Source: an optimization exercise on an open RTL-to-GDS flow (aim: small area). Production flows keep margins and buffers that such runs may drop.
Only simulation tests tie the RTL to the original design; equivalence was not proved.
The flow treats the clock pin as an ideal source, which a real chip does not have.
Power and IR drop assume default switching activity.

==> flow/design.v, too long to show whole: its modules and the start of the top module <==
// module bridge_settings: 76 lines
// module stick_deadzone: 68 lines
// module video_color_out: 480 lines
// module fa_cell: 11 lines
// module ha_cell: 10 lines
// module aoi222_cell: 7 lines
// module aoi22_cell: 7 lines
// module rom_e: 267 lines
// module rom_d: 267 lines
// module snes_host_top: 54 lines
module snes_host_top
(
  input  logic           clk_74a,
  input  logic           pll_core_locked,
  input  logic [64:0]    bridge_in,
  input  logic [15:0]    cont1_key,
  input  logic [31:0]    cont1_joy,
  input  logic [27:0]    video_in,
  output logic [16:0]    cart_info,
  output logic [14:0]    core_settings,
  output logic           core_reset,
  output logic [31:0]    pad_state,
  output logic [26:0]    video_out
);
  // ...
==> flow/flow/run.sh <==
#!/bin/bash
# Layout: the standard ORFS flow (standard.sh), with three changes to
# how the layout is built:
#  - the port buffers are the smallest buffer cell (buf_1) instead of the
#    flow's default pick;
#  - the clock tree is built from clkbuf_4/clkbuf_8 with no dummy loads,
#    and after CTS a clock buffer with few sinks is set to clkbuf_4
#    (flow/clkresize.tcl);
#  - after floorplan every cell is set to the smallest drive strength of
#    its kind (flow/downsize.tcl); the later repair steps size up where
#    slew, capacitance or timing need it.
# make's full output goes to orfs_make.log here; each ORFS step keeps its
# own log under orfs/logs/.
set -euo pipefail
here=$(pwd)
export BUFFER_PORTS_ARGS="-buffer_cell sky130_fd_sc_hd__buf_1"
export CTS_ARGS="-sink_clustering_enable -repair_clock_nets -dont_use_dummy_load -buf_list {sky130_fd_sc_hd__clkbuf_4 sky130_fd_sc_hd__clkbuf_8} -root_buf sky130_fd_sc_hd__clkbuf_8"
export POST_FLOORPLAN_TCL="$here/flow/downsize.tcl"
export POST_CTS_TCL="$here/flow/clkresize.tcl"
bash standard.sh > orfs_make.log 2>&1
==> flow/flow/clkresize.tcl <==
# Clock tree area: CTS builds the tree from clkbuf_8; a clock buffer that
# drives only a few sinks gets the smaller clkbuf_4 instead (same place,
# a smaller footprint, so placement stays legal).
set db [ord::get_db]
set block [ord::get_db_block]
set max_fanout 9
set swapped 0
foreach inst [$block getInsts] {
  if {[[$inst getMaster] getName] ne "sky130_fd_sc_hd__clkbuf_8"} { continue }
  set fanout -1
  foreach it [$inst getITerms] {
    if {[$it isOutputSignal]} {
      set net [$it getNet]
      if {$net ne "NULL" && $net ne ""} {
        set fanout [expr {[llength [$net getITerms]] - 1}]
      }
    }
  }
  if {$fanout >= 1 && $fanout <= $max_fanout} {
    replace_cell [$inst getName] sky130_fd_sc_hd__clkbuf_4
    incr swapped
  }
}
puts "clkresize: $swapped clock buffers set to clkbuf_4"
==> flow/flow/downsize.tcl <==
# Area recovery after floorplan: give every cell the smallest-area drive
# strength of its own kind (same function and pins). The repair steps that
# follow (repair_design at placement, repair_timing at CTS and global
# route) size up again wherever slew, capacitance or timing need it.
set db [ord::get_db]
set block [ord::get_db_block]
set swapped 0
set saved 0.0
foreach inst [$block getInsts] {
  set master [$inst getMaster]
  set name [$master getName]
  if {![regexp {^(sky130_fd_sc_hd__[a-z0-9]+)_([0-9]+)$} $name -> base drive]} {
    continue
  }
  set cur_area [expr {[$master getWidth] * [$master getHeight]}]
  set best $name
  set best_area $cur_area
  foreach d {0 1 2 3 4 6 8 12 16} {
    set m [$db findMaster ${base}_$d]
    if {$m eq "NULL" || $m eq ""} { continue }
    set a [expr {[$m getWidth] * [$m getHeight]}]
    if {$a < $best_area} {
      set best ${base}_$d
      set best_area $a
    }
  }
  if {$best ne $name} {
    replace_cell [$inst getName] $best
    incr swapped
    set saved [expr {$saved + ($cur_area - $best_area) / 1e6}]
  }
}
puts "downsize: $swapped cells swapped to a smaller drive, [format %.1f $saved] um2 saved"
==> flow/standard.sh <==
#!/bin/bash
# synth_recipe.tcl (not shown) runs the flow's synth.tcl, then flattens the netlist and writes it again
# the make line also repeats each setting of config.mk as NAME=value (left out here)
make -C /OpenROAD-flow-scripts/flow DESIGN_CONFIG=/design/flow/config.mk WORK_HOME=/design/flow/orfs CLKGATE_MAP_FILE= SYNTH_SCRIPT=/design/flow/synth_recipe.tcl "${@:-finish}"
==> flow/config.mk <==
export PLATFORM = sky130hd
export DESIGN_NAME = snes_host_top
export DESIGN_NICKNAME = snes_host_top
export VERILOG_FILES = /design/flow/design.v
export SDC_FILE = /design/flow/constraint.sdc
export NUM_CORES = 4
export LEC_CHECK = 0
export CAP_MARGIN = 20
export CORE_MARGIN = 2
export CORE_UTILIZATION = 40
export SLEW_MARGIN = 20
export SYNTH_HIERARCHICAL = 1
==> flow/constraint.sdc <==
create_clock -name core_clock -period 13.5 [get_ports {clk_74a}]
set_input_delay 2.7000 -clock core_clock [delete_from_list [all_inputs] [get_ports {clk_74a}]]
set_output_delay 2.7000 -clock core_clock [all_outputs]
set_load 0.01 [all_outputs]
==> flow_summary.ini, run 1 <==
[critical_path]
path_common_cell = fa_1
reg2reg_depth = 26
reg2reg_from = u_bridge_settings.video_settings[0]

[final_layout]
fin_nets = 1093
num-clock-buffers = 17
multi_input_cells = 483

[clock_network]
path_clk_slew_ps = 70

[synthesis]
synth_cell_type_count = 79
synth_most_common_cell = dfrtp_1
synthAdderAreaFrac_pct = 20.93

[placed_design]
dp_cells = 1106
place.gp.congestion = 0.8329

[min_path]
holdPathEnd = u_bridge_settings.video_settings[8]
holdPathStages = 1

[floorplan]
die_h_um = 145.9
start_util_pct = 41.11
design.core.area_mm2 = 0.01959
row_count = 51

[power]
switching_share_pct = 31.39
p_seq_mw = 0.385
clockPowerShare_pct = 25.5
irDropWorstVdd_mv = 0.04945

[timing]
fin_skew_ps = 32.77

[routing]
drt_first_pass_iters = 9

[global_routing]
met2_usage_pct = 31.42
top_usage_layer = met2

[status]
status = timing/DRC/antenna clean
==> run 2: changes to the inputs <==
==> flow/flow/run.sh (replaced) <==
#!/bin/bash
# Layout: the standard ORFS flow (standard.sh), with three changes to
# how the layout is built:
#  - the port buffers are the smallest buffer cell (buf_1) instead of the
#    flow's default pick;
#  - the clock tree is built from clkbuf_2/clkbuf_4 with no dummy loads;
#  - after floorplan every cell is set to the smallest drive strength of
#    its kind (flow/downsize.tcl); the later repair steps size up where
#    slew, capacitance or timing need it.
# make's full output goes to orfs_make.log here; each ORFS step keeps its
# own log under orfs/logs/.
set -euo pipefail
here=$(pwd)
export BUFFER_PORTS_ARGS="-buffer_cell sky130_fd_sc_hd__buf_1"
export CTS_ARGS="-sink_clustering_enable -repair_clock_nets -dont_use_dummy_load -buf_list {sky130_fd_sc_hd__clkbuf_4 sky130_fd_sc_hd__clkbuf_8} -root_buf sky130_fd_sc_hd__clkbuf_8"
export POST_FLOORPLAN_TCL="$here/flow/downsize.tcl"
bash standard.sh > orfs_make.log 2>&1
removed: flow/flow/clkresize.tcl
==> run 2 against run 1 <==
Still clean on timing, DRC and antenna. Design area is 0.92% higher. Flip-flop and latch count unchanged. Clock power grew 24%. Final cell count is the same. Setup slack worse by 16 ps. Clock skew down 4.0 ps. Global-route usage barely moved. Utilization rose by 0.42 points. Worst hold slack worse by 4.8 ps. Critical endpoint unchanged. Largest power group unchanged. Highest routed layer unchanged.
==> flow_summary.ini, run 2 <==
[status]
status = timing/DRC/antenna clean

[timing]
finalMaxSlewViolations = 0
rsz0062_at_grt = false
finalCritPeriodShare_pct = 81.52
fmax_mhz = 90.87
slew_headroom_pct = 21.52
hold_viol_final = 0
totalNegativeSetupSlack_ps = 0
min_period_ps = 11000
worstMarginPinSlew_ps = 1166
fin_skew_ps = 28.74
setup-violations-final = 0

[critical_path]
r2r-end = u_video_color_out.word_q[4]
crit_family = adder cells
path_common_cell = fa_1
path_buf_inv = 3
crit_fanout = 8
reg2reg_depth = 25
start_kind = input pin
reg2reg_from = u_bridge_settings.video_settings[0]
reg2reg_slack_ps = 3500
crit_arrival_ps = 11160
cp_slowest_cell = fa_1
end_kind = flip-flop
cpPeakStageDelay_ps = 560
crit_type = input pin to flip-flop
required_ps = 13650

[power]
p_total_mw = 0.7918
irDropWorstVdd_mv = 0.05470
powerDensity_mw_per_mm2 = 88.27
p_leak_nw = 3.507

[synthesis]
synth_most_common_cell = dfrtp_1
synth_top_area_share_pct = 27.66
synth_edf_count = 24
synth-xor-area-share_pct = 2.502
yosysWarningCount = 11
yosys-mux-area-fraction_pct = 8.173
synthAdderAreaFrac_pct = 20.93
ys_ff_latch = 115
postSynthCellCount = 672
synthSimpleGateAreaFrac_pct = 13.60
synthArstFlopShare_pct = 79.13
synth_top_family_by_area = adder cells
yosysSeqAreaShare_pct = 37.26
syn_nets = 905
synth-compound-area-share_pct = 12.87
synthTopCellsByCount = dfrtp_1 (89), fa_1 (70), nand2_1 (62)
syn_area_mm2 = 0.008053
ys.flop_type = dfrtp_1
avgSynthCellArea_um2 = 11.98
yosysTopAreaCell = dfrtp_1
synthTopCellsByArea = dfrtp_1 (28%), fa_1 (17%), edfxtp_1 (8.9%)
synth_cell_type_count = 79

[floorplan]
row_count = 51
die_h_um = 145.9
io_pins = 235
die_width_um = 145.9
design.core.area_mm2 = 0.01959
die_area_mm2 = 0.02128
start_util_pct = 41.11

[final_layout]
final_common_cell = buf_1
area_growth_pct = 11.39
regMostFlops = u_stick_deadzone.pad_state
reg_top3 = u_stick_deadzone.pad_state (32), u_video_color_out.word_q (24), u_bridge_settings.cart_info (17)
largest_register_ffs = 32
drive_gt1_share_pct = 9.790
diodes = 0
nFillCells = 1910
final_cell_mix = buf_1 (192), dfrtp_1 (89), fa_1 (70)
fin_nets = 1093

[clock_network]
path_clk_slew_ps = 50
clock-sinks = 115
post_cts_buffers = 0
cts_made_buffers = 17
htree_levels = 4
holdBufCountCts = 0
clock_latency_ps = 450
root_buffer = clkbuf_8
cts_tree = done
cts.path.max_buffers = 2
ctsResizeCount = 0

[routing]
vias = 5979
avgRoutedWirePerCell_um = 17.37
drt_first_pass_iters = 11
drtAntennaViolNets = 0
avgViaCountPerCell = 5.324
drcViolationCount = 0
drt_iter0_drc = 539
routed_wl_um = 19510

[global_routing]
grt_overflow_total = 0
grt_pass1_vias = 6250
grt_pass1_wl_um = 32250
grt_max_degree = 80
grt_antenna_before_repair = 1
grtUsageTotal_pct = 19.03

[min_path]
min_path_type = flip-flop to flip-flop
holdPathEnd = u_bridge_settings.video_settings[8]
holdPathStages = 1
hold_start = u_bridge_settings.video_settings[8]

[placed_design]
hpwl_um = 14820
place.gp.congestion = 0.8329
numPortBuffers = 194

[run]
maxCapViolations = 0
[run 2: changes by cell type in the layout (fill, tap and decap cells not counted)]
cell	delta
clkbuf_4	-13
clkbuf_8	+13
[run 2: cell type report]
type | count | area, µm² | area share (%)
Timing Repair Buffer | 197 | 759.5 | 8.467
Multi-Input combinational cell | 483 | 4472 | 49.85
Clock buffer | 17 | 234.0 | 2.608
Inverter | 46 | 172.7 | 1.925
Tap cell | 265 | 331.6 | 3.696
Sequential cell | 115 | 3000 | 33.45
[run 2: how the worst max path moves through the flow]
stage	from	endpoint	slack (ps)	cells after the start
floorplan	video_in[0]	u_video_color_out.word_q[2]	3140	24
global placement	video_in[4]	u_video_color_out.word_q[3]	2170	25
detailed placement	video_in[4]	u_video_color_out.word_q[1]	2140	26
CTS	video_in[4]	u_video_color_out.word_q[3]	2570	25
global route	video_in[4]	u_video_color_out.word_q[5]	2090	26
finish	video_in[4]	u_video_color_out.word_q[4]	2500	26
[run 2: worst register-to-register path: cells and delay by family, from the launching register on]
kind	cells	cell delay [ps]
AO/OA/AOI/OAI	2	480
adder cells (fa/ha/maj)	21	8530
buffers and inverters	2	160
flip-flops	1	610
[run 2: per-module statistics from Yosys (local to each module, per instance), excerpt]
module | area, µm² | flip-flops and latches | times used
fa_cell | 20.02 | 0 | 70
aoi222_cell | 10.01 | 0 | 28
bridge_settings | 2422 | 55 | 1
rom_e | 450.4 | 0 | 1
stick_deadzone | 1373 | 32 | 1
video_color_out | 1891 | 28 | 1
rom_d | 172.7 | 0 | 1
ha_cell | 12.51 | 0 | 5
[run 2: power by group]
part | internal [mW] | switching (mW) | leakage, nW
registers | 0.380 | 0.00556 | 1.41
clock network | 0.110 | 0.125 | 0.122
logic | 0.0613 | 0.110 | 1.97
total | 0.551 | 0.240 | 3.51
[run 2: metal layers]
layer / vias to the layer above / track usage [%] / share of wire, %
met4: 0 / 5.049 / 0.99
met5: - / 0 / 0
met2: 244 / 31.42 / 49
met3: 22 / 5.643 / 7.0
li1: 2784 / - / -
met1: 2929 / 24.52 / 43
[run 2: kinds of logic (layout without fill, tap and decap cells)]
group,after synthesis,in the layout
AOI/OAI and AO/OA,126,126
xor gates and xnor gates,23,23
adders and majority gates,93,93
buffers and inverters,74,260
DFF,115,115
muxes,59,59
and+or+nand+nor,182,182
[run 2: metrics by stage]
| step | hold slack, ps | instances | setup slack, ps | cell area [µm²] | util, % |
|---|---|---|---|---|---|
| floorplan | 479.9 | 672 | 3136 | 8053 | - |
| global placement | 488.9 | 1106 | 2171 | 8710 | 44.46 |
| detailed placement | 493.0 | 1106 | 2136 | 8710 | 44.46 |
| CTS | 510.2 | 1123 | 2572 | 8944 | 45.65 |
| global route | 525.9 | 1123 | 2092 | 8970 | 45.79 |
| finish | 504.4 | 1123 | 2495 | 8970 | 45.79 |
==> module stick_deadzone, before the edit <==
module stick_deadzone
(
  input  logic        clk_74a,
  input  logic        pll_core_locked,
  input  logic [15:0] cont1_key,
  input  logic [31:0] cont1_joy,
  input  logic [7:0]  deadzone,
  output snes_host_pkg::pad_state_t  pad_state
);
  logic [7:0] joy_x;
  logic [7:0] joy_y;
  logic [6:0] fx;
  logic [6:0] fy;
  logic       outside;
  assign joy_x = cont1_joy[7:0];
  assign joy_y = cont1_joy[15:8];
  assign fx = joy_x[6:0] ^ {7{~joy_x[7]}};
  assign fy = joy_y[6:0] ^ {7{~joy_y[7]}};
  logic dz_s1;
  logic dz_c2;
  logic dz_c4;
  logic dz_s5;
  logic dz_c6;
  logic dz_c8;
  logic dz_s9;
  logic dz_c10;
  logic dz_c12;
  logic dz_s13;
  logic dz_c14;
  logic dz_c16;
  logic dz_s17;
  logic dz_c18;
  logic dz_c20;
  logic dz_s21;
  logic dz_c22;
  logic dz_c24;
  logic dz_s25;
  logic dz_c26;
  logic dz_c28;
  logic dz_c30;
  fa_cell u_dz_s1 (.a(fx[0]), .b(fy[0]), .ci((~joy_x[7])), .s(dz_s1), .co(dz_c2));
  assign dz_c4 = ((~joy_y[7]) & (~deadzone[0])) | (dz_s1 & ((~joy_y[7]) | (~deadzone[0])));
  fa_cell u_dz_s5 (.a(fx[1]), .b(fy[1]), .ci((~deadzone[1])), .s(dz_s5), .co(dz_c6));
  assign dz_c8 = (dz_c2 & dz_s5) | (dz_c4 & (dz_c2 | dz_s5));
  fa_cell u_dz_s9 (.a(fx[2]), .b(fy[2]), .ci((~deadzone[2])), .s(dz_s9), .co(dz_c10));
  assign dz_c12 = (dz_c6 & dz_s9) | (dz_c8 & (dz_c6 | dz_s9));
  fa_cell u_dz_s13 (.a(fx[3]), .b(fy[3]), .ci((~deadzone[3])), .s(dz_s13), .co(dz_c14));
  assign dz_c16 = (dz_c10 & dz_s13) | (dz_c12 & (dz_c10 | dz_s13));
  fa_cell u_dz_s17 (.a(fx[4]), .b(fy[4]), .ci((~deadzone[4])), .s(dz_s17), .co(dz_c18));
  assign dz_c20 = (dz_c14 & dz_s17) | (dz_c16 & (dz_c14 | dz_s17));
  fa_cell u_dz_s21 (.a(fx[5]), .b(fy[5]), .ci((~deadzone[5])), .s(dz_s21), .co(dz_c22));
  assign dz_c24 = (dz_c18 & dz_s21) | (dz_c20 & (dz_c18 | dz_s21));
  fa_cell u_dz_s25 (.a(fx[6]), .b(fy[6]), .ci((~deadzone[6])), .s(dz_s25), .co(dz_c26));
  assign dz_c28 = (dz_c22 & dz_s25) | (dz_c24 & (dz_c22 | dz_s25));
  assign dz_c30 = ((~deadzone[7]) & dz_c26) | (dz_c28 & ((~deadzone[7]) | dz_c26));
  assign outside = dz_c30;
  always_ff @(posedge clk_74a or negedge pll_core_locked) begin
    if (!pll_core_locked) begin
      pad_state.keys    <= '0;
      pad_state.stick_x <= 8'(stick_center);
      pad_state.stick_y <= 8'(stick_center);
    end else begin
      pad_state.keys    <= cont1_key;
      pad_state.stick_x <= outside ? joy_x : 8'(stick_center);
      pad_state.stick_y <= outside ? joy_y : 8'(stick_center);
    end
  end
endmodule
==> module video_color_out, before the edit <==
module video_color_out
(
  input  logic            clk_74a,
  input  logic            pll_core_locked,
  input  snes_host_pkg::video_in_t       video_in,
  input  snes_host_pkg::video_settings_t video_settings,
  output snes_host_pkg::video_out_t      video_out
);
  logic        tall_latched;
  logic        de_q;
  logic        hs_q;
  logic        vs_q;
  logic [23:0] word_q;
  logic [7:0]  k;
  logic [7:0]  cr, cg, cb;
  logic [7:0]  out_r, out_g, out_b;
  assign k  = video_settings.color_correction;
  assign cr = video_in.rgb[23:16];
  assign cg = video_in.rgb[15:8];
  assign cb = video_in.rgb[7:0];
  logic [4:0] e_r;
  logic [5:0] d_b;
  rom_e u_rom_e (.c(cr), .e(e_r));
  rom_d u_rom_d (.c(cb), .d(d_b));
  logic [5:0] e_r_s;
  logic e_r_t;
  logic [8:0] d_b_s;
  assign e_r_s[0] = e_r[0] & ~e_r[1];
  assign e_r_s[1] = ~e_r[0] & e_r[1];
  assign e_r_s[2] = e_r[0] & e_r[1];
  assign e_r_s[3] = e_r[2] & ~e_r[3];
  assign e_r_s[4] = ~e_r[2] & e_r[3];
  assign e_r_s[5] = e_r[2] & e_r[3];
  assign d_b_s[0] = d_b[0] & ~d_b[1];
  assign d_b_s[1] = ~d_b[0] & d_b[1];
  assign d_b_s[2] = d_b[0] & d_b[1];
  assign d_b_s[3] = d_b[2] & ~d_b[3];
  assign d_b_s[4] = ~d_b[2] & d_b[3];
  assign d_b_s[5] = d_b[2] & d_b[3];
  assign d_b_s[6] = d_b[4] & ~d_b[5];
  assign d_b_s[7] = ~d_b[4] & d_b[5];
  assign d_b_s[8] = d_b[4] & d_b[5];
  assign e_r_t = e_r[4];
  logic ar_m17;
  logic ar_m18;
  logic ar_m19;
  logic ar_m20;
  logic ar_m21;
  logic ar_m22;
  logic ar_m23;
  logic ar_m24;
  logic ar_m25;
  logic ar_m26;
  logic ar_s108;
  logic ar_c109;
  logic ar_s116;
  logic ar_c117;
  logic ar_s128;
  logic ar_c129;
  logic ar_s132;
  logic ar_c133;
  logic ar_s136;
  logic ar_c137;
  logic ar_s138;
  logic ar_c176;
  logic ar_c186;
  logic ar_s211;
  logic ar_s226;
  logic ar_s233;
  logic ar_s246;
  logic ar_s249;
  logic ar_s1;
  logic ar_c2;
  logic ar_s3;
  logic ar_c4;
  logic ar_s5;
  logic ar_c6;
  logic ar_s7;
  logic ar_c8;
  logic ar_s9;
  logic ar_c10;
  logic ar_s11;
  logic ar_c12;
  logic ar_s13;
  logic ar_c14;
  logic ar_s15;
  logic ar_c16;
  logic ar_c56;
  logic ar_s57;
  logic ar_c58;
  logic ar_s60;
  logic ar_c61;
  logic ar_s62;
  logic ar_c63;
  logic ar_s65;
  logic ar_c66;
  logic ar_s67;
  logic ar_c68;
  logic ar_c70;
  logic ar_s71;
  logic ar_c72;
  logic ar_s73;
  logic ar_c74;
  logic ar_s75;
  logic ar_c76;
  logic ar_s78;
  logic ar_c79;
  logic ar_s80;
  logic ar_c81;
  logic ar_s82;
  logic ar_c83;
  logic ar_c85;
  logic ar_s86;
  logic ar_c87;
  logic ar_s88;
  logic ar_c89;
  logic ar_s90;
  logic ar_c91;
  logic ar_c93;
  logic ar_s94;
  logic ar_c95;
  logic ar_s96;
  logic ar_c97;
  logic ar_s98;
  logic ar_c99;
  logic ar_c101;
  logic ar_s102;
  logic ar_c103;
  logic ar_s104;
  logic ar_c105;
  logic ar_s106;
  logic ar_c107;
  logic ar_s110;
  logic ar_c111;
  logic ar_s112;
  logic ar_c113;
  logic ar_s114;
  logic ar_c115;
  logic ar_s118;
  logic ar_c119;
  logic ar_s120;
  logic ar_c121;
  logic ar_s122;
  logic ar_c123;
  logic ar_s124;
  logic ar_c125;
  logic ar_s126;
  logic ar_c127;
  logic ar_s130;
  logic ar_c131;
  logic ar_s134;
  logic ar_c135;
  logic ar_c170;
  logic ar_c172;
  logic ar_s173;
  logic ar_c174;
  logic ar_s177;
  logic ar_c178;
  logic ar_c180;
  logic ar_s181;
  logic ar_c182;
  logic ar_s183;
  logic ar_c184;
  logic ar_s187;
  logic ar_c188;
  logic ar_s189;
  logic ar_c190;
  logic ar_c192;
  logic ar_s193;
  logic ar_c194;
  logic ar_s195;
  logic ar_c196;
  logic ar_c198;
  logic ar_s199;
  logic ar_c200;
  logic ar_s201;
  logic ar_c202;
  logic ar_c204;
  logic ar_s205;
  logic ar_c206;
  logic ar_s207;
  logic ar_c208;
  logic ar_s209;
  logic ar_c210;
  logic ar_s212;
  logic ar_c213;
  logic ar_s214;
  logic ar_c215;
  logic ar_s216;
  logic ar_c217;
  logic ar_s218;
  logic ar_c219;
  logic ar_s220;
  logic ar_c221;
  logic ar_s222;
  logic ar_c223;
  logic ar_s224;
  logic ar_c225;
  logic ar_s227;
  logic ar_c228;
  logic ar_s229;
  logic ar_c230;
  logic ar_s231;
  logic ar_c232;
  logic ar_s234;
  logic ar_c235;
  logic ar_s236;
  logic ar_c237;
  logic ar_s238;
  logic ar_c239;
  logic ar_s240;
  logic ar_c241;
  logic ar_s242;
  logic ar_c243;
  logic ar_s244;
  logic ar_c245;
  logic ar_s247;
  logic ar_c248;
  logic ar_s250;
  assign ar_m17 = k[0];
  assign ar_m18 = ar_s1;
  assign ar_m19 = ar_s3;
  assign ar_m20 = ar_s5;
  assign ar_m21 = ar_s7;
  assign ar_m22 = ar_s9;
  assign ar_m23 = ar_s11;
  assign ar_m24 = ar_s13;
  assign ar_m25 = ar_s15;
  assign ar_m26 = ar_c16;
  assign ar_s108 = ~(ar_c101 ^ ar_s106);
  assign ar_c109 = ar_c101 | ar_s106;
  assign ar_s116 = ~(ar_c109 ^ ar_s114);
  assign ar_c117 = ar_c109 | ar_s114;
  assign ar_s128 = ~(ar_s126 ^ ar_c123);
  assign ar_c129 = ar_s126 | ar_c123;
  assign ar_s132 = ~(ar_s130 ^ ar_c129);
  assign ar_c133 = ar_s130 | ar_c129;
  assign ar_s136 = ~(cr[6] ^ ar_c135);
  assign ar_c137 = cr[6] | ar_c135;
  assign ar_s138 = ~(cr[7] ^ ar_c137);
  assign ar_c176 = ar_s173 | ar_c172;
  assign ar_c186 = ar_s183 | ar_c180;
  assign ar_s211 = ~ar_s209;
  assign ar_s226 = ~ar_s224;
  assign ar_s233 = ~ar_s231;
  assign ar_s246 = ~ar_s244;
  assign ar_s249 = ~ar_s247;
  ha_cell u_ar_s1 (.a(k[0]), .b(k[1]), .s(ar_s1), .co(ar_c2));
  fa_cell u_ar_s3 (.a(k[1]), .b(k[2]), .ci(ar_c2), .s(ar_s3), .co(ar_c4));
  fa_cell u_ar_s5 (.a(k[2]), .b(k[3]), .ci(ar_c4), .s(ar_s5), .co(ar_c6));
  fa_cell u_ar_s7 (.a(k[3]), .b(k[4]), .ci(ar_c6), .s(ar_s7), .co(ar_c8));
  fa_cell u_ar_s9 (.a(k[4]), .b(k[5]), .ci(ar_c8), .s(ar_s9), .co(ar_c10));
  fa_cell u_ar_s11 (.a(k[5]), .b(k[6]), .ci(ar_c10), .s(ar_s11), .co(ar_c12));
  fa_cell u_ar_s13 (.a(k[6]), .b(k[7]), .ci(ar_c12), .s(ar_s13), .co(ar_c14));
  ha_cell u_ar_s15 (.a(k[7]), .b(ar_c14), .s(ar_s15), .co(ar_c16));
  assign ar_c56 = (~cr[0]) & ar_pp27;
  fa_cell u_ar_s57 (.a((~cr[1])), .b(ar_pp28), .ci(ar_c56), .s(ar_s57), .co(ar_c58));
  fa_cell u_ar_s60 (.a((~cr[2])), .b(ar_pp29), .ci(ar_pp37), .s(ar_s60), .co(ar_c61));
  fa_cell u_ar_s62 (.a(ar_s60), .b(ar_c58), .ci(ar_s57), .s(ar_s62), .co(ar_c63));
  fa_cell u_ar_s65 (.a((~cr[3])), .b(ar_pp30), .ci(ar_pp38), .s(ar_s65), .co(ar_c66));
  fa_cell u_ar_s67 (.a(ar_c61), .b(ar_s65), .ci(ar_c63), .s(ar_s67), .co(ar_c68));
  assign ar_c70 = ar_s62 & ar_s67;
  fa_cell u_ar_s71 (.a((~cr[4])), .b(ar_pp47), .ci(ar_pp31), .s(ar_s71), .co(ar_c72));
  fa_cell u_ar_s73 (.a(ar_pp39), .b(ar_c66), .ci(ar_s71), .s(ar_s73), .co(ar_c74));
  fa_cell u_ar_s75 (.a(ar_s73), .b(ar_c68), .ci(ar_c70), .s(ar_s75), .co(ar_c76));
  fa_cell u_ar_s78 (.a((~cr[5])), .b(ar_pp48), .ci(ar_pp32), .s(ar_s78), .co(ar_c79));
  fa_cell u_ar_s80 (.a(ar_pp40), .b(ar_c72), .ci(ar_s78), .s(ar_s80), .co(ar_c81));
  fa_cell u_ar_s82 (.a(ar_c74), .b(ar_s80), .ci(ar_c76), .s(ar_s82), .co(ar_c83));
  assign ar_c85 = ar_s75 & ar_s82;
  fa_cell u_ar_s86 (.a((~cr[6])), .b(ar_pp49), .ci(ar_pp33), .s(ar_s86), .co(ar_c87));
  fa_cell u_ar_s88 (.a(ar_pp41), .b(ar_c79), .ci(ar_s86), .s(ar_s88), .co(ar_c89));
  fa_cell u_ar_s90 (.a(ar_c81), .b(ar_s88), .ci(ar_c83), .s(ar_s90), .co(ar_c91));
  assign ar_c93 = ar_c85 & ar_s90;
  fa_cell u_ar_s94 (.a((~cr[7])), .b(ar_pp50), .ci(ar_pp34), .s(ar_s94), .co(ar_c95));
  fa_cell u_ar_s96 (.a(ar_pp42), .b(ar_c87), .ci(ar_s94), .s(ar_s96), .co(ar_c97));
  fa_cell u_ar_s98 (.a(ar_c89), .b(ar_s96), .ci(ar_c91), .s(ar_s98), .co(ar_c99));
  assign ar_c101 = ar_c93 & ar_s98;
  fa_cell u_ar_s102 (.a(cr[0]), .b(ar_pp51), .ci(ar_pp35), .s(ar_s102), .co(ar_c103));
  fa_cell u_ar_s104 (.a(ar_pp43), .b(ar_c95), .ci(ar_s102), .s(ar_s104), .co(ar_c105));
  fa_cell u_ar_s106 (.a(ar_c97), .b(ar_s104), .ci(ar_c99), .s(ar_s106), .co(ar_c107));
  fa_cell u_ar_s110 (.a(cr[1]), .b(ar_pp52), .ci(ar_pp36), .s(ar_s110), .co(ar_c111));
  fa_cell u_ar_s112 (.a(ar_pp44), .b(ar_c103), .ci(ar_s110), .s(ar_s112), .co(ar_c113));
  fa_cell u_ar_s114 (.a(ar_c105), .b(ar_s112), .ci(ar_c107), .s(ar_s114), .co(ar_c115));
  fa_cell u_ar_s118 (.a(cr[2]), .b(ar_pp53), .ci(ar_pp45), .s(ar_s118), .co(ar_c119));
  fa_cell u_ar_s120 (.a(ar_c111), .b(ar_s118), .ci(ar_c113), .s(ar_s120), .co(ar_c121));
  fa_cell u_ar_s122 (.a(ar_s120), .b(ar_c115), .ci(ar_c117), .s(ar_s122), .co(ar_c123));
  fa_cell u_ar_s124 (.a(cr[3]), .b(ar_pp54), .ci(ar_pp46), .s(ar_s124), .co(ar_c125));
  fa_cell u_ar_s126 (.a(ar_c119), .b(ar_s124), .ci(ar_c121), .s(ar_s126), .co(ar_c127));
  fa_cell u_ar_s130 (.a(cr[4]), .b(ar_c125), .ci(ar_c127), .s(ar_s130), .co(ar_c131));
  fa_cell u_ar_s134 (.a(cr[5]), .b(ar_c131), .ci(ar_c133), .s(ar_s134), .co(ar_c135));
  assign ar_c170 = cb[0] & ar_pp140;
  assign ar_c172 = (cb[1] & ar_pp141) | (ar_c170 & (cb[1] | ar_pp141));
  fa_cell u_ar_s173 (.a(cb[2]), .b(ar_pp142), .ci(ar_pp150), .s(ar_s173), .co(ar_c174));
  fa_cell u_ar_s177 (.a(cb[3]), .b(ar_pp143), .ci(ar_pp151), .s(ar_s177), .co(ar_c178));
  assign ar_c180 = (ar_c174 & ar_s177) | (ar_c176 & (ar_c174 | ar_s177));
  fa_cell u_ar_s181 (.a(cb[4]), .b(ar_pp144), .ci(ar_pp152), .s(ar_s181), .co(ar_c182));
  fa_cell u_ar_s183 (.a(ar_pp160), .b(ar_c178), .ci(ar_s181), .s(ar_s183), .co(ar_c184));
  fa_cell u_ar_s187 (.a(cb[5]), .b(ar_pp145), .ci(ar_pp153), .s(ar_s187), .co(ar_c188));
  fa_cell u_ar_s189 (.a(ar_pp161), .b(ar_c182), .ci(ar_s187), .s(ar_s189), .co(ar_c190));
  assign ar_c192 = (ar_c184 & ar_s189) | (ar_c186 & (ar_c184 | ar_s189));
  fa_cell u_ar_s193 (.a(cb[6]), .b(ar_pp146), .ci(ar_pp154), .s(ar_s193), .co(ar_c194));
  fa_cell u_ar_s195 (.a(ar_pp162), .b(ar_c188), .ci(ar_s193), .s(ar_s195), .co(ar_c196));
  assign ar_c198 = (ar_c190 & ar_s195) | (ar_c192 & (ar_c190 | ar_s195));
  fa_cell u_ar_s199 (.a(cb[7]), .b(ar_pp147), .ci(ar_pp155), .s(ar_s199), .co(ar_c200));
  fa_cell u_ar_s201 (.a(ar_pp163), .b(ar_c194), .ci(ar_s199), .s(ar_s201), .co(ar_c202));
  assign ar_c204 = (ar_c196 & ar_s201) | (ar_c198 & (ar_c196 | ar_s201));
  fa_cell u_ar_s205 (.a((~cb[0])), .b(ar_pp148), .ci(ar_pp156), .s(ar_s205), .co(ar_c206));
  fa_cell u_ar_s207 (.a(ar_pp164), .b(ar_c200), .ci(ar_s205), .s(ar_s207), .co(ar_c208));
  fa_cell u_ar_s209 (.a(ar_c202), .b(ar_s207), .ci(ar_c204), .s(ar_s209), .co(ar_c210));
  fa_cell u_ar_s212 (.a((~cb[1])), .b(ar_pp149), .ci(ar_pp157), .s(ar_s212), .co(ar_c213));
  fa_cell u_ar_s214 (.a(ar_pp165), .b(ar_c206), .ci(ar_s212), .s(ar_s214), .co(ar_c215));
  fa_cell u_ar_s216 (.a(ar_c208), .b(ar_s214), .ci(ar_c210), .s(ar_s216), .co(ar_c217));
  ha_cell u_ar_s218 (.a(ar_s209), .b(ar_s216), .s(ar_s218), .co(ar_c219));
  fa_cell u_ar_s220 (.a((~cb[2])), .b(ar_pp158), .ci(ar_pp166), .s(ar_s220), .co(ar_c221));
  fa_cell u_ar_s222 (.a(ar_c213), .b(ar_s220), .ci(ar_c215), .s(ar_s222), .co(ar_c223));
  fa_cell u_ar_s224 (.a(ar_s222), .b(ar_c217), .ci(ar_c219), .s(ar_s224), .co(ar_c225));
  fa_cell u_ar_s227 (.a((~cb[3])), .b(ar_pp159), .ci(ar_pp167), .s(ar_s227), .co(ar_c228));
  fa_cell u_ar_s229 (.a(ar_c221), .b(ar_s227), .ci(ar_c223), .s(ar_s229), .co(ar_c230));
  fa_cell u_ar_s231 (.a(ar_s229), .b(ar_c225), .ci(ar_s224), .s(ar_s231), .co(ar_c232));
  fa_cell u_ar_s234 (.a((~cb[4])), .b(ar_pp168), .ci(ar_c228), .s(ar_s234), .co(ar_c235));
  fa_cell u_ar_s236 (.a(ar_s234), .b(ar_c230), .ci(ar_c232), .s(ar_s236), .co(ar_c237));
  ha_cell u_ar_s238 (.a(ar_s231), .b(ar_s236), .s(ar_s238), .co(ar_c239));
  fa_cell u_ar_s240 (.a((~cb[5])), .b(ar_c235), .ci(ar_c237), .s(ar_s240), .co(ar_c241));
  ha_cell u_ar_s242 (.a(ar_c239), .b(ar_s240), .s(ar_s242), .co(ar_c243));
  fa_cell u_ar_s244 (.a((~cb[6])), .b(ar_c241), .ci(ar_c243), .s(ar_s244), .co(ar_c245));
  fa_cell u_ar_s247 (.a((~cb[7])), .b(ar_c245), .ci(ar_s244), .s(ar_s247), .co(ar_c248));
  assign ar_s250 = ar_c248 ^ ar_s247;
  logic ar_pp27;
  logic ar_pp28;
  logic ar_pp29;
  logic ar_pp30;
  logic ar_pp31;
  logic ar_pp32;
  logic ar_pp33;
  logic ar_pp34;
  logic ar_pp35;
  logic ar_pp36;
  logic ar_pp37;
  logic ar_pp38;
  logic ar_pp39;
  logic ar_pp40;
  logic ar_pp41;
  logic ar_pp42;
  logic ar_pp43;
  logic ar_pp44;
  logic ar_pp45;
  logic ar_pp46;
  logic ar_pp47;
  logic ar_pp48;
  logic ar_pp49;
  logic ar_pp50;
  logic ar_pp51;
  logic ar_pp52;
  logic ar_pp53;
  logic ar_pp54;
  logic ar_pp140;
  logic ar_pp141;
  logic ar_pp142;
  logic ar_pp143;
  logic ar_pp144;
  logic ar_pp145;
  logic ar_pp146;
  logic ar_pp147;
  logic ar_pp148;
  logic ar_pp149;
  logic ar_pp150;
  logic ar_pp151;
  logic ar_pp152;
  logic ar_pp153;
  logic ar_pp154;
  logic ar_pp155;
  logic ar_pp156;
  logic ar_pp157;
  logic ar_pp158;
  logic ar_pp159;
  logic ar_pp160;
  logic ar_pp161;
  logic ar_pp162;
  logic ar_pp163;
  logic ar_pp164;
  logic ar_pp165;
  logic ar_pp166;
  logic ar_pp167;
  logic ar_pp168;
  assign ar_pp27 = ~((e_r_s[0] & k[0]) | (e_r_s[2] & ar_m17));
  aoi222_cell u_ar_pp28 (.a1(e_r_s[0]), .a2(k[1]), .b1(e_r_s[1]), .b2(k[0]), .c1(e_r_s[2]), .c2(ar_m18), .y(ar_pp28));
  aoi222_cell u_ar_pp29 (.a1(e_r_s[0]), .a2(k[2]), .b1(e_r_s[1]), .b2(k[1]), .c1(e_r_s[2]), .c2(ar_m19), .y(ar_pp29));
  aoi222_cell u_ar_pp30 (.a1(e_r_s[0]), .a2(k[3]), .b1(e_r_s[1]), .b2(k[2]), .c1(e_r_s[2]), .c2(ar_m20), .y(ar_pp30));
  aoi222_cell u_ar_pp31 (.a1(e_r_s[0]), .a2(k[4]), .b1(e_r_s[1]), .b2(k[3]), .c1(e_r_s[2]), .c2(ar_m21), .y(ar_pp31));
  aoi222_cell u_ar_pp32 (.a1(e_r_s[0]), .a2(k[5]), .b1(e_r_s[1]), .b2(k[4]), .c1(e_r_s[2]), .c2(ar_m22), .y(ar_pp32));
  aoi222_cell u_ar_pp33 (.a1(e_r_s[0]), .a2(k[6]), .b1(e_r_s[1]), .b2(k[5]), .c1(e_r_s[2]), .c2(ar_m23), .y(ar_pp33));
  aoi222_cell u_ar_pp34 (.a1(e_r_s[0]), .a2(k[7]), .b1(e_r_s[1]), .b2(k[6]), .c1(e_r_s[2]), .c2(ar_m24), .y(ar_pp34));
  assign ar_pp35 = ~((e_r_s[1] & k[7]) | (e_r_s[2] & ar_m25));
  assign ar_pp36 = ~(e_r_s[2] & ar_m26);
  assign ar_pp37 = ~((e_r_s[3] & k[0]) | (e_r_s[5] & ar_m17));
  aoi222_cell u_ar_pp38 (.a1(e_r_s[3]), .a2(k[1]), .b1(e_r_s[4]), .b2(k[0]), .c1(e_r_s[5]), .c2(ar_m18), .y(ar_pp38));
  aoi222_cell u_ar_pp39 (.a1(e_r_s[3]), .a2(k[2]), .b1(e_r_s[4]), .b2(k[1]), .c1(e_r_s[5]), .c2(ar_m19), .y(ar_pp39));
  aoi222_cell u_ar_pp40 (.a1(e_r_s[3]), .a2(k[3]), .b1(e_r_s[4]), .b2(k[2]), .c1(e_r_s[5]), .c2(ar_m20), .y(ar_pp40));
  aoi222_cell u_ar_pp41 (.a1(e_r_s[3]), .a2(k[4]), .b1(e_r_s[4]), .b2(k[3]), .c1(e_r_s[5]), .c2(ar_m21), .y(ar_pp41));
  aoi222_cell u_ar_pp42 (.a1(e_r_s[3]), .a2(k[5]), .b1(e_r_s[4]), .b2(k[4]), .c1(e_r_s[5]), .c2(ar_m22), .y(ar_pp42));
  aoi222_cell u_ar_pp43 (.a1(e_r_s[3]), .a2(k[6]), .b1(e_r_s[4]), .b2(k[5]), .c1(e_r_s[5]), .c2(ar_m23), .y(ar_pp43));
  aoi222_cell u_ar_pp44 (.a1(e_r_s[3]), .a2(k[7]), .b1(e_r_s[4]), .b2(k[6]), .c1(e_r_s[5]), .c2(ar_m24), .y(ar_pp44));
  assign ar_pp45 = ~((e_r_s[4] & k[7]) | (e_r_s[5] & ar_m25));
  assign ar_pp46 = ~(e_r_s[5] & ar_m26);
  assign ar_pp47 = ~(e_r_t & k[0]);
  assign ar_pp48 = ~(e_r_t & k[1]);
  assign ar_pp49 = ~(e_r_t & k[2]);
  assign ar_pp50 = ~(e_r_t & k[3]);
  assign ar_pp51 = ~(e_r_t & k[4]);
  assign ar_pp52 = ~(e_r_t & k[5]);
  assign ar_pp53 = ~(e_r_t & k[6]);
  assign ar_pp54 = ~(e_r_t & k[7]);
  assign ar_pp140 = ~((d_b_s[0] & k[0]) | (d_b_s[2] & ar_m17));
  aoi222_cell u_ar_pp141 (.a1(d_b_s[0]), .a2(k[1]), .b1(d_b_s[1]), .b2(k[0]), .c1(d_b_s[2]), .c2(ar_m18), .y(ar_pp141));
  aoi222_cell u_ar_pp142 (.a1(d_b_s[0]), .a2(k[2]), .b1(d_b_s[1]), .b2(k[1]), .c1(d_b_s[2]), .c2(ar_m19), .y(ar_pp142));
  aoi222_cell u_ar_pp143 (.a1(d_b_s[0]), .a2(k[3]), .b1(d_b_s[1]), .b2(k[2]), .c1(d_b_s[2]), .c2(ar_m20), .y(ar_pp143));
  aoi222_cell u_ar_pp144 (.a1(d_b_s[0]), .a2(k[4]), .b1(d_b_s[1]), .b2(k[3]), .c1(d_b_s[2]), .c2(ar_m21), .y(ar_pp144));
  aoi222_cell u_ar_pp145 (.a1(d_b_s[0]), .a2(k[5]), .b1(d_b_s[1]), .b2(k[4]), .c1(d_b_s[2]), .c2(ar_m22), .y(ar_pp145));
  aoi222_cell u_ar_pp146 (.a1(d_b_s[0]), .a2(k[6]), .b1(d_b_s[1]), .b2(k[5]), .c1(d_b_s[2]), .c2(ar_m23), .y(ar_pp146));
  aoi222_cell u_ar_pp147 (.a1(d_b_s[0]), .a2(k[7]), .b1(d_b_s[1]), .b2(k[6]), .c1(d_b_s[2]), .c2(ar_m24), .y(ar_pp147));
  assign ar_pp148 = ~((d_b_s[1] & k[7]) | (d_b_s[2] & ar_m25));
  assign ar_pp149 = ~(d_b_s[2] & ar_m26);
  assign ar_pp150 = ~((d_b_s[3] & k[0]) | (d_b_s[5] & ar_m17));
  aoi222_cell u_ar_pp151 (.a1(d_b_s[3]), .a2(k[1]), .b1(d_b_s[4]), .b2(k[0]), .c1(d_b_s[5]), .c2(ar_m18), .y(ar_pp151));
  aoi222_cell u_ar_pp152 (.a1(d_b_s[3]), .a2(k[2]), .b1(d_b_s[4]), .b2(k[1]), .c1(d_b_s[5]), .c2(ar_m19), .y(ar_pp152));
  aoi222_cell u_ar_pp153 (.a1(d_b_s[3]), .a2(k[3]), .b1(d_b_s[4]), .b2(k[2]), .c1(d_b_s[5]), .c2(ar_m20), .y(ar_pp153));
  aoi222_cell u_ar_pp154 (.a1(d_b_s[3]), .a2(k[4]), .b1(d_b_s[4]), .b2(k[3]), .c1(d_b_s[5]), .c2(ar_m21), .y(ar_pp154));
  aoi222_cell u_ar_pp155 (.a1(d_b_s[3]), .a2(k[5]), .b1(d_b_s[4]), .b2(k[4]), .c1(d_b_s[5]), .c2(ar_m22), .y(ar_pp155));
  aoi222_cell u_ar_pp156 (.a1(d_b_s[3]), .a2(k[6]), .b1(d_b_s[4]), .b2(k[5]), .c1(d_b_s[5]), .c2(ar_m23), .y(ar_pp156));
  aoi222_cell u_ar_pp157 (.a1(d_b_s[3]), .a2(k[7]), .b1(d_b_s[4]), .b2(k[6]), .c1(d_b_s[5]), .c2(ar_m24), .y(ar_pp157));
  assign ar_pp158 = ~((d_b_s[4] & k[7]) | (d_b_s[5] & ar_m25));
  assign ar_pp159 = ~(d_b_s[5] & ar_m26);
  assign ar_pp160 = ~(d_b_s[6] & k[0]);
  assign ar_pp161 = ~((d_b_s[6] & k[1]) | (d_b_s[7] & k[0]));
  assign ar_pp162 = ~((d_b_s[6] & k[2]) | (d_b_s[7] & k[1]));
  assign ar_pp163 = ~((d_b_s[6] & k[3]) | (d_b_s[7] & k[2]));
  assign ar_pp164 = ~((d_b_s[6] & k[4]) | (d_b_s[7] & k[3]));
  assign ar_pp165 = ~((d_b_s[6] & k[5]) | (d_b_s[7] & k[4]));
  assign ar_pp166 = ~((d_b_s[6] & k[6]) | (d_b_s[7] & k[5]));
  assign ar_pp167 = ~((d_b_s[6] & k[7]) | (d_b_s[7] & k[6]));
  assign ar_pp168 = ~(d_b_s[7] & k[7]);
  assign out_r = {ar_s138, ar_s136, ar_s134, ar_s132, ar_s128, ar_s122, ar_s116, ar_s108};
  assign out_b = {~(ar_s249 & ar_s250), ~(ar_s246 & ar_s250), ~(ar_s242 & ar_s250), ~(ar_s238 & ar_s250), ~(ar_s233 & ar_s250), ~(ar_s226 & ar_s250), ~(ar_s218 & ar_s250), ~(ar_s211 & ar_s250)};
  logic [8:0] g_gt;
  logic [7:0] g_nm;
  logic [7:0] g_z;
  assign g_nm    = ~(k & {8{cg[7]}});
  assign g_gt[0] = 1'b0;
  for (genvar i = 0; i < 8; i++) begin : g_cmp
    assign g_gt[i + 1] = (cg[i] & g_nm[i]) | (g_gt[i] & (cg[i] | g_nm[i]));
  end
  assign g_z[0] = g_gt[8];
  for (genvar i = 1; i < 8; i++) begin : g_dec
    assign g_z[i] = g_z[i - 1] & ~cg[i - 1];
  end
  assign out_g = cg ^ g_z;
  always_ff @(posedge clk_74a or negedge pll_core_locked) begin
    if (!pll_core_locked) begin
      tall_latched <= 1'b0;
      de_q         <= 1'b0;
      hs_q         <= 1'b0;
      vs_q         <= 1'b0;
    end else begin
      de_q <= video_in.de;
      hs_q <= video_in.hs;
      vs_q <= video_in.vs;
      if (video_in.vs && !vs_q) begin
        tall_latched <= video_in.tall_frame;
      end
    end
  end
  always_ff @(posedge clk_74a) begin
    if (video_in.de) begin
      word_q <= {out_r, out_g, out_b};
    end else if (de_q) begin
      word_q <= {9'd0, ~tall_latched, video_settings.square_pixels, 13'd0};
    end
  end
  assign video_out = {vs_q, hs_q, de_q, word_q};
endmodule
==> run 3: changes to the inputs <==
--- a/flow/design.v
+++ b/flow/design.v
@@ -194,22 +194,22 @@
   logic dz_c26;
   logic dz_c28;
   logic dz_c30;
-  fa_cell u_dz_s1 (.a(fx[0]), .b(fy[0]), .ci((~joy_x[7])), .s(dz_s1), .co(dz_c2));
-  assign dz_c4 = ((~joy_y[7]) & (~deadzone[0])) | (dz_s1 & ((~joy_y[7]) | (~deadzone[0])));
-  fa_cell u_dz_s5 (.a(fx[1]), .b(fy[1]), .ci((~deadzone[1])), .s(dz_s5), .co(dz_c6));
+  fa_cell u_dz_s1 (.a((~fx[0])), .b((~fy[0])), .ci(joy_x[7]), .s(dz_s1), .co(dz_c2));
+  assign dz_c4 = (joy_y[7] & deadzone[0]) | (dz_s1 & (joy_y[7] | deadzone[0]));
+  fa_cell u_dz_s5 (.a((~fx[1])), .b((~fy[1])), .ci(deadzone[1]), .s(dz_s5), .co(dz_c6));
   assign dz_c8 = (dz_c2 & dz_s5) | (dz_c4 & (dz_c2 | dz_s5));
-  fa_cell u_dz_s9 (.a(fx[2]), .b(fy[2]), .ci((~deadzone[2])), .s(dz_s9), .co(dz_c10));
+  fa_cell u_dz_s9 (.a((~fx[2])), .b((~fy[2])), .ci(deadzone[2]), .s(dz_s9), .co(dz_c10));
   assign dz_c12 = (dz_c6 & dz_s9) | (dz_c8 & (dz_c6 | dz_s9));
-  fa_cell u_dz_s13 (.a(fx[3]), .b(fy[3]), .ci((~deadzone[3])), .s(dz_s13), .co(dz_c14));
+  fa_cell u_dz_s13 (.a((~fx[3])), .b((~fy[3])), .ci(deadzone[3]), .s(dz_s13), .co(dz_c14));
   assign dz_c16 = (dz_c10 & dz_s13) | (dz_c12 & (dz_c10 | dz_s13));
-  fa_cell u_dz_s17 (.a(fx[4]), .b(fy[4]), .ci((~deadzone[4])), .s(dz_s17), .co(dz_c18));
+  fa_cell u_dz_s17 (.a((~fx[4])), .b((~fy[4])), .ci(deadzone[4]), .s(dz_s17), .co(dz_c18));
   assign dz_c20 = (dz_c14 & dz_s17) | (dz_c16 & (dz_c14 | dz_s17));
-  fa_cell u_dz_s21 (.a(fx[5]), .b(fy[5]), .ci((~deadzone[5])), .s(dz_s21), .co(dz_c22));
+  fa_cell u_dz_s21 (.a((~fx[5])), .b((~fy[5])), .ci(deadzone[5]), .s(dz_s21), .co(dz_c22));
   assign dz_c24 = (dz_c18 & dz_s21) | (dz_c20 & (dz_c18 | dz_s21));
-  fa_cell u_dz_s25 (.a(fx[6]), .b(fy[6]), .ci((~deadzone[6])), .s(dz_s25), .co(dz_c26));
+  fa_cell u_dz_s25 (.a((~fx[6])), .b((~fy[6])), .ci(deadzone[6]), .s(dz_s25), .co(dz_c26));
   assign dz_c28 = (dz_c22 & dz_s25) | (dz_c24 & (dz_c22 | dz_s25));
-  assign dz_c30 = ((~deadzone[7]) & dz_c26) | (dz_c28 & ((~deadzone[7]) | dz_c26));
-  assign outside = dz_c30;
+  assign dz_c30 = (deadzone[7] & dz_c26) | (dz_c28 & (deadzone[7] | dz_c26));
+  assign outside = ~dz_c30;
   always_ff @(posedge clk_74a or negedge pll_core_locked) begin
     if (!pll_core_locked) begin
       pad_state.keys    <= '0;
@@ -694,12 +694,16 @@
       end
     end
   end
+  logic        word_hold;
+  logic        word_ctrl;
+  logic [23:0] ctrl_word;
+  assign word_hold = ~video_in.de & ~de_q;
+  assign word_ctrl = ~video_in.de & de_q;
+  assign ctrl_word = {9'd0, ~tall_latched, video_settings.square_pixels, 13'd0};
   always_ff @(posedge clk_74a) begin
-    if (video_in.de) begin
-      word_q <= {out_r, out_g, out_b};
-    end else if (de_q) begin
-      word_q <= {9'd0, ~tall_latched, video_settings.square_pixels, 13'd0};
-    end
+    word_q <= ({24{video_in.de}} & {out_r, out_g, out_b}) |
+              ({24{word_ctrl}} & ctrl_word) |
+              ({24{word_hold}} & word_q);
   end
   assign video_out = {vs_q, hs_q, de_q, word_q};
 endmodule
--- a/flow/flow/run.sh
+++ b/flow/flow/run.sh
@@ -3,7 +3,9 @@
 # how the layout is built:
 #  - the port buffers are the smallest buffer cell (buf_1) instead of the
 #    flow's default pick;
-#  - the clock tree is built from clkbuf_2/clkbuf_4 with no dummy loads;
+#  - the clock tree is built from clkbuf_4/clkbuf_8 with no dummy loads,
+#    and after CTS a clock buffer with few sinks is set to clkbuf_4
+#    (flow/clkresize.tcl);
 #  - after floorplan every cell is set to the smallest drive strength of
 #    its kind (flow/downsize.tcl); the later repair steps size up where
 #    slew, capacitance or timing need it.
@@ -14,4 +16,5 @@
 export BUFFER_PORTS_ARGS="-buffer_cell sky130_fd_sc_hd__buf_1"
 export CTS_ARGS="-sink_clustering_enable -repair_clock_nets -dont_use_dummy_load -buf_list {sky130_fd_sc_hd__clkbuf_4 sky130_fd_sc_hd__clkbuf_8} -root_buf sky130_fd_sc_hd__clkbuf_8"
 export POST_FLOORPLAN_TCL="$here/flow/downsize.tcl"
+export POST_CTS_TCL="$here/flow/clkresize.tcl"
 bash standard.sh > orfs_make.log 2>&1
==> flow/flow/clkresize.tcl (new file) <==
# Clock tree area: CTS builds the tree from clkbuf_8; a clock buffer that
# drives only a few sinks gets the smaller clkbuf_4 instead (same place,
# a smaller footprint, so placement stays legal).
set db [ord::get_db]
set block [ord::get_db_block]
set max_fanout 9
set swapped 0
foreach inst [$block getInsts] {
  if {[[$inst getMaster] getName] ne "sky130_fd_sc_hd__clkbuf_8"} { continue }
  set fanout -1
  foreach it [$inst getITerms] {
    if {[$it isOutputSignal]} {
      set net [$it getNet]
      if {$net ne "NULL" && $net ne ""} {
        set fanout [expr {[llength [$net getITerms]] - 1}]
      }
    }
  }
  if {$fanout >= 1 && $fanout <= $max_fanout} {
    replace_cell [$inst getName] sky130_fd_sc_hd__clkbuf_4
    incr swapped
  }
}
puts "clkresize: $swapped clock buffers set to clkbuf_4"
==> run 3 against run 2 <==
First-iteration DRC count fell by 15%. Fmax fell by 0.18%. Worst hold slack got worse by 47 ps. Critical endpoint is now u_video_color_out.word_q[1].
==> flow_summary.ini, run 3 <==
[final_layout]
final_cell_mix = buf_1 (193), dfrtp_1 (89), fa_1 (70)
final_common_cell = buf_1
fin_nets = 1102
postLayoutCoreUtil_pct = 45.65
area_growth_pct = 11.52
drive_gt1_share_pct = 9.343
reg_top3 = u_stick_deadzone.pad_state (32), u_video_color_out.word_q (24), u_bridge_settings.cart_info (17)
instances_no_fill = 1127
diodes = 0
largest_register_ffs = 32
nFillCells = 1869
regMostFlops = u_stick_deadzone.pad_state

[timing]
fmax_mhz = 90.70
rsz0062_at_grt = false
setup-violations-final = 0
fin_skew_ps = 24.14
hold_viol_final = 0
finalCritPeriodShare_pct = 81.67
min_period_ps = 11020
finalMaxSlewViolations = 0
worstMarginPinSlew_ps = 1002
layout_setup_ws_ps = 2475
totalNegativeSetupSlack_ps = 0
slew_headroom_pct = 32.60

[synthesis]
synthTopCellsByArea = dfrtp_1 (29%), fa_1 (18%), mux2_2 (7.9%)
postSynthCellCount = 681
yosysWarningCount = 11
syn_area_mm2 = 0.007709
synth_edf_count = 0
synthArstFlopShare_pct = 79.13
ys_ff_latch = 115
yosysSeqAreaShare_pct = 35.81
avgSynthCellArea_um2 = 11.32
synthTopCellsByCount = dfrtp_1 (89), fa_1 (70), nand2_1 (62)
synth_most_common_cell = dfrtp_1
synth_top_area_share_pct = 28.89
syn_nets = 914
synth_cell_type_count = 69
ys.flop_type = dfrtp_1
yosysTopAreaCell = dfrtp_1

[global_routing]
grtUsageTotal_pct = 19.36
grt_pass1_wl_um = 30950
grt_overflow_total = 0
grt_pass1_vias = 6024
grt_antenna_before_repair = 0
grt_max_degree = 62

[clock_network]
path_clk_slew_ps = 70
cts_tree = done
clock-sinks = 115
clock_latency_ps = 410

[routing]
avgViaCountPerCell = 5.353
drt_first_pass_iters = 9
vias = 6033
drtAntennaViolNets = 0
routed_wl_um = 18970
avgRoutedWirePerCell_um = 16.83
drcViolationCount = 0
drt_iter0_drc = 460

[placed_design]
numPortBuffers = 194
hpwl_um = 14280
dp_cells = 1110
place.gp.congestion = 0.8509
pre_cts_ws_ps = 2051

[min_path]
holdPathEnd = u_video_color_out.word_q[11]
holdPathStages = 2
hold_start = u_video_color_out.word_q[11]
min_path_type = flip-flop to flip-flop

[critical_path]
crit_type = input pin to flip-flop
crit_family = adder cells
reg2reg_from = u_bridge_settings.video_settings[0]
reg2reg_slack_ps = 3560
end_kind = flip-flop
crit_fanout = 8
path_common_cell = fa_1
start_kind = input pin
crit_arrival_ps = 11300
crit_start = video_in[4]
path_buf_inv = 2
cp_slowest_cell = fa_1
reg2reg_depth = 26
cpPeakStageDelay_ps = 550
r2r-end = u_video_color_out.word_q[1]
required_ps = 13770

[floorplan]
io_pins = 235
die_area_mm2 = 0.02040
die_h_um = 142.8
die_width_um = 142.8
row_count = 50
design.core.area_mm2 = 0.01883
start_util_pct = 40.94

[power]
p_total_mw = 0.7089
powerDensity_mw_per_mm2 = 82.46
irDropWorstVdd_mv = 0.04914
p_leak_nw = 3.436

[status]
status = timing/DRC/antenna clean

[run]
maxCapViolations = 0
[run 3: changes by cell type after synthesis, sizes merged, moves of 7 or more]
cell,delta
nor2,+15
a21oi,+20
dfxtp,+24
xor2,+12
xnor2,-12
a21boi,-7
nor2b,-12
edfxtp,-24
[run 3: worst reg2reg max path, delay by kind of cell (launching register included)]
family / cells / cell delay, ps
adder cells (fa/ha/maj): 20 / 8000
AO/OA/AOI/OAI: 4 / 830
flip-flops: 1 / 590
AND/OR/NAND/NOR: 1 / 360
buffers and inverters: 1 / 40
[run 3: area by class of cell]
| cell class | instances | area, µm² | area share, % |
|---|---|---|---|
| tap | 260 | 325.3 | 3.784 |
| clock buffer | 17 | 152.6 | 1.776 |
| sequential | 115 | 2760 | 32.11 |
| multi-input combinational | 494 | 4436 | 51.59 |
| inverter | 43 | 161.4 | 1.877 |
| timing repair buffer | 198 | 762.0 | 8.863 |
[run 3: power breakdown]
part,leakage [nW],internal (mW),switching [mW]
Clock,0.0886,0.0710,0.115
Combinational,1.98,0.0541,0.0980
Sequential,1.36,0.363,0.00857
[run 3: routing by layer]
metal | part of all wire (%) | GRT usage [%]
met4 | 2.3 | 6.670
met3 | 8.6 | 6.070
met5 | 0 | 0
met2 | 45 | 29.48
met1 | 44 | 26.25
[run 3: per-module statistics from Yosys (local to each module, per instance), a selection]
module | cells inside | area [µm²]
bridge_settings | 162 | 2422
video_color_out | 232 | 1744
stick_deadzone | 92 | 1175
rom_e | 67 | 450.4
rom_d | 25 | 172.7
fa_cell | 1 | 20.02
ha_cell | 1 | 12.51
aoi222_cell | 1 | 10.01
[run 3: cells by family (layout without fill, tap and decap cells)]
group / Yosys count / in the layout / share of synthesized area, %
AND/OR/NAND/NOR: 181 / 181 / 13.55
AO/OA/AOI/OAI: 140 / 140 / 13.33
flip-flops: 115 / 115 / 35.81
adder cells (fa/ha/maj): 93 / 93 / 21.83
buffers and inverters: 72 / 258 / 4.593
multiplexers: 57 / 57 / 8.278
XOR/XNOR: 23 / 23 / 2.613
[run 3: through the flow]
stage / area, µm² / hold slack, ps
after global routing: 8597 / 478.5
final: 8597 / 457.0
after floorplan: 7709 / 481.5
after global placement: 8429 / 437.2
after detailed placement: 8433 / 443.6
[run 3: worst max-delay path by stage]
stage,endpoint,depth (start not counted)
final,u_video_color_out.word_q[1],26
after global routing,u_video_color_out.word_q[0],26
after floorplan,u_video_color_out.word_q[0],25
after detailed placement,u_video_color_out.word_q[5],26
after global placement,u_video_color_out.word_q[3],26

==> separate check: timing with driven ports <==
The results above use ideal ports. As a check the final layouts listed here were re-extracted and re-timed, cells and wires unchanged.
Step 1: set_driving_cell puts a clkbuf_16 on clk_74a and a buf_2 on each other input, an assumption about the parent block.
Step 2, shift: input delay + t, output delay - t, t = (earliest + latest rising clock arrival at the registers) / 2. This alone moves slack from input paths to output paths.
a / b / c = ideal ports / drivers / drivers and shift; a / b = the first two.
| run | shift t [ns] | setup WS [ns] | worst register clock-pin slew, ns | cell pins on the clock port's net |
|---|---|---|---|---|
| run 1 | 0.442 | 2.511 / 2.520 / 2.079 | 0.10 / 0.10 | 1 |
| run 2 | 0.466 | 2.495 / 2.503 / 2.037 | 0.09 / 0.09 | 1 |
| run 3 | 0.437 | 2.475 / 2.487 / 2.050 | 0.10 / 0.10 | 1 |
After both steps every run listed still meets setup and hold. The setup slack of run 2, which loses most, moves by +0.008 ns with the drivers and by -0.458 ns with both steps.
